Background: an optimization exercise with open tools, aiming at small area, a short achievable clock period and few clock cycles per item. Do not read the settings as production practice. The RTL was checked by simulation tests, not by an equivalence proof against the original design. No activity file was given, so power comes from the tool's default toggle rates.

P:
// psg_top
module psg_top
(
	input  logic                clk_i,
	input  logic                rst_i,
	input  logic                wr_i,
	input  logic [ADR_W-1:0]    adr_i,
	input  logic [DATA_W-1:0]   dat_i,
	input  logic                credit_i,
	output logic                sample_valid_o,
	output logic [SAMPLE_W-1:0] aud_o
);
	logic [NVOICE*CFG_W-1:0] cfg;
	logic [VOL_W-1:0] volume;
	logic [NVOICE-1:0] copy;
	logic [NVOICE-1:0] renew;
	logic issue;
	logic [NVOICE*WAVE_W-1:0] wave;
	logic [NVOICE*ENV_W-1:0]  level;
	voice_regs u_regs (
		.clk_i    (clk_i),
		.rst_i    (rst_i),
		.wr_i     (wr_i),
		.adr_i    (adr_i),
		.dat_i    (dat_i),
		.cfg_o    (cfg),
		.volume_o (volume)
	);
	frame_sequencer u_seq (
		.clk_i       (clk_i),
		.rst_i       (rst_i),
		.wr_i        (wr_i),
		.adr_i       (adr_i),
		.credit_i    (credit_i),
		.copy_o      (copy),
		.renew_o     (renew),
		.issue_o     (issue),
		.out_valid_o (sample_valid_o)
	);
	envelope_stage u_env (
		.clk_i   (clk_i),
		.rst_i   (rst_i),
		.cfg_i   (cfg),
		.copy_i  (copy),
		.renew_i (renew),
		.issue_i (issue),
		.level_o (level)
	);
	phase_stage u_phase (
		.clk_i   (clk_i),
		.rst_i   (rst_i),
		.cfg_i   (cfg),
		.issue_i (issue),
		.wave_o  (wave)
	);
	mix_stage u_mix (
		.clk_i    (clk_i),
		.wave_i   (wave),
  ...
Size in the first run: about 4300 cells after synthesis, roughly 44000 sq um of cells after synthesis.
export LEC_CHECK = 0
export CAP_MARGIN = 20
export CORE_MARGIN = 2
export CORE_UTILIZATION = 40
export CTS_CLUSTER_DIAMETER = 100
export CTS_CLUSTER_SIZE = 24
export SLEW_MARGIN = 20
create_clock -name core_clock -period 11.0 [get_ports {clk_i}]
standard.sh (not shown) runs the stock make flow with config.mk's settings and CLKGATE_MAP_FILE= SYNTH_SCRIPT=/design/flow/synth_recipe.tcl, a recipe that flattens the netlist after the stock synthesis.
==> flow/flow/run.sh <==
#!/bin/bash
set -euo pipefail
R="$PWD/orfs/results/sky130hd/psg_top/base"
bash standard.sh SETUP_SLACK_MARGIN=6.5 synth > make_synth.log 2>&1
cp "$R/1_2_yosys.v" "$R/1_2_yosys_std.v"
python3 flow/invopt.py "$R/1_2_yosys_std.v" "$R/1_2_yosys.v" > invopt.log 2>&1
rm -f "$R/1_synth.odb" "$R/1_synth.sdc"
bash standard.sh SETUP_SLACK_MARGIN=6.5 finish > make_finish.log 2>&1
Other scripts of this flow, unchanged in this note and not shown: flow/flow/invopt.py
Testbench counts of P, summed over its fixed seeds: cycles 4,970, items 4,079.
Input changes introduced in Q (baseline for comparison: P):
-- flow/flow/run.sh --
<<< P, line 4
bash standard.sh SETUP_SLACK_MARGIN=6.5 synth > make_synth.log 2>&1
>>> Q, line 4
bash standard.sh SETUP_SLACK_MARGIN=7 synth > make_synth.log 2>&1
<<< P, line 8
bash standard.sh SETUP_SLACK_MARGIN=6.5 finish > make_finish.log 2>&1
>>> Q, line 8
bash standard.sh SETUP_SLACK_MARGIN=7 finish > make_finish.log 2>&1
Q completed every stage of the flow, and the final layout passed the timing, design-rule and antenna checks. Going from P to Q, the total length of routed met2 wires was found to have gone up by about 1.2%. Against P as the reference, Q delivers a lower post-route clock period utilization. The clock distribution area overhead in the final layout number comes out higher for P vs Q. Routability congestion estimate from global placement delta (Q -> P): insignificant. Min sequential fraction of total cell area across P and Q: Q. On worst path setup slack after routing, P loses to Q. Multi-input combinational cell count: Q vs P identical. Critical path capture point = u_regs.pw_q[3][11]: P; critical path capture point = u_phase.g_v[3].wave_q[10]: Q.


Starting RTL as in the previous note.
==> flow/design.v (excerpt) <==
module psg_top
(
	input  logic                clk_i,
	input  logic                rst_i,
	input  logic                wr_i,
	input  logic [ADR_W-1:0]    adr_i,
	input  logic [DATA_W-1:0]   dat_i,
	input  logic                credit_i,
	output logic                sample_valid_o,
	output logic [SAMPLE_W-1:0] aud_o
);
==> flow/config.mk <==
export PLATFORM = sky130hd
export DESIGN_NAME = psg_top
export DESIGN_NICKNAME = psg_top
export VERILOG_FILES = /design/flow/design.v
export SDC_FILE = /design/flow/constraint.sdc
export NUM_CORES = 4
export LEC_CHECK = 0
export CAP_MARGIN = 20
export CORE_MARGIN = 2
export CORE_UTILIZATION = 40
export CTS_CLUSTER_DIAMETER = 100
export CTS_CLUSTER_SIZE = 24
export SLEW_MARGIN = 20
==> flow/constraint.sdc <==
create_clock -name core_clock -period 11.0 [get_ports {clk_i}]
set_input_delay 2.2000 -clock core_clock [delete_from_list [all_inputs] [get_ports {clk_i}]]
set_output_delay 2.2000 -clock core_clock [all_outputs]
set_load 0.01 [all_outputs]
==> flow/flow/run.sh <==
#!/bin/bash
set -euo pipefail
R="$PWD/orfs/results/sky130hd/psg_top/base"
bash standard.sh SETUP_SLACK_MARGIN=7.25 synth > make_synth.log 2>&1
cp "$R/1_2_yosys.v" "$R/1_2_yosys_std.v"
python3 flow/invopt.py "$R/1_2_yosys_std.v" "$R/1_2_yosys.v" > invopt.log 2>&1
rm -f "$R/1_synth.odb" "$R/1_synth.sdc"
bash standard.sh SETUP_SLACK_MARGIN=7.25 finish > make_finish.log 2>&1
Other scripts of this flow, unchanged in this note and not shown: flow/flow/invopt.py
The starting point produced a clean layout.
Testbench counts at the start, summed over its fixed seeds: cycles 4,970, items 4,079.
Next try:
--- a/flow/flow/run.sh
+++ b/flow/flow/run.sh
@@ -4 +4 @@
-bash standard.sh SETUP_SLACK_MARGIN=7.25 synth > make_synth.log 2>&1
+bash standard.sh SETUP_SLACK_MARGIN=7 synth > make_synth.log 2>&1
@@ -8 +8 @@
-bash standard.sh SETUP_SLACK_MARGIN=7.25 finish > make_finish.log 2>&1
+bash standard.sh SETUP_SLACK_MARGIN=7 finish > make_finish.log 2>&1
- TNS_END_PERCENT: unset -> 10
Die area does not change.
Clock power increases by 14%.
Total power climbs by 1.0%.
Clock-buffer cell count rises by 3.
Synthesized cell count stays the same.
Global-route usage decreases by 0.21 points.
Wire length went down by 2.1%.
Next try:
--- a/flow/flow/run.sh
+++ b/flow/flow/run.sh
@@ -4 +4 @@
-bash standard.sh SETUP_SLACK_MARGIN=7 synth > make_synth.log 2>&1
+bash standard.sh SETUP_SLACK_MARGIN=7.1 synth > make_synth.log 2>&1
@@ -8 +8 @@
-bash standard.sh SETUP_SLACK_MARGIN=7 finish > make_finish.log 2>&1
+bash standard.sh SETUP_SLACK_MARGIN=7.1 finish > make_finish.log 2>&1
- TNS_END_PERCENT: 10 -> unset
- count of clock-buffer cells in the layout falls by 1
- via count hardly moves
- non-clock buffer count rises by 11
- clock power falls by about 4%
- combinational power rises by about 4%
- sequential share of layout area falls by 0.23 points
- routed wire length barely changes
- total power stays flat
Next try:
--- a/flow/flow/run.sh
+++ b/flow/flow/run.sh
@@ -4 +4 @@
-bash standard.sh SETUP_SLACK_MARGIN=7.1 synth > make_synth.log 2>&1
+bash standard.sh SETUP_SLACK_MARGIN=7 synth > make_synth.log 2>&1
@@ -8 +8 @@
-bash standard.sh SETUP_SLACK_MARGIN=7.1 finish > make_finish.log 2>&1
+bash standard.sh SETUP_SLACK_MARGIN=7 finish > make_finish.log 2>&1
- CTS_CLUSTER_DIAMETER: 100 -> 110
- CTS_CLUSTER_SIZE: 24 -> 27
Non-clock buffer count decreases by 19.
First-iteration DRC count rises by 2.6%.
Combinational power is lower by about 2%.
Setup slack got worse by 0.078 ns.
Cell area goes down by 1.6%.
Total power decreases by 5.6%.
Via count falls by 1.5%.
Die area is unchanged.
Clock skew grows by 0.0045 ns.

==> what the ideal ports hide <==
How much do the figures lean on ideal ports? The routed layouts below were timed once more, with nothing changed but the port constraints.
Step 1 sets driving cells, clkbuf_16 on the clock port and buf_2 on the other inputs (assumed; they add their load-dependent delay and slew).
Step 2 adds t to the input delays and takes it off the output delays; t is the mean of the earliest and latest rising clock arrival at the registers after step 1. Input paths then give back, and output paths get back, about the clock's delay inside the block.
Slacks: ideal / step 1 / step 2; pairs: ideal / step 1.
run	t (ns)	setup slack, ns	worst slew at a driven data input, ns
P	0.699	6.671 / 6.686 / 6.007	0.09
Q	0.750	7.054 / 7.068 / 6.341	0.06
the first run of note 2	0.749	7.061 / 7.061 / 6.562	0.08
the second run of note 2	0.702	6.908 / 6.908 / 6.253	0.09
the third run of note 2	0.681	7.093 / 7.093 / 6.547	0.05
the fourth run of note 2	0.734	7.014 / 7.014 / 6.374	0.06
After both steps every run listed still meets setup and hold. For Q, which loses most, drivers alone change the setup slack by +0.014 ns; drivers and shift together by -0.713 ns.
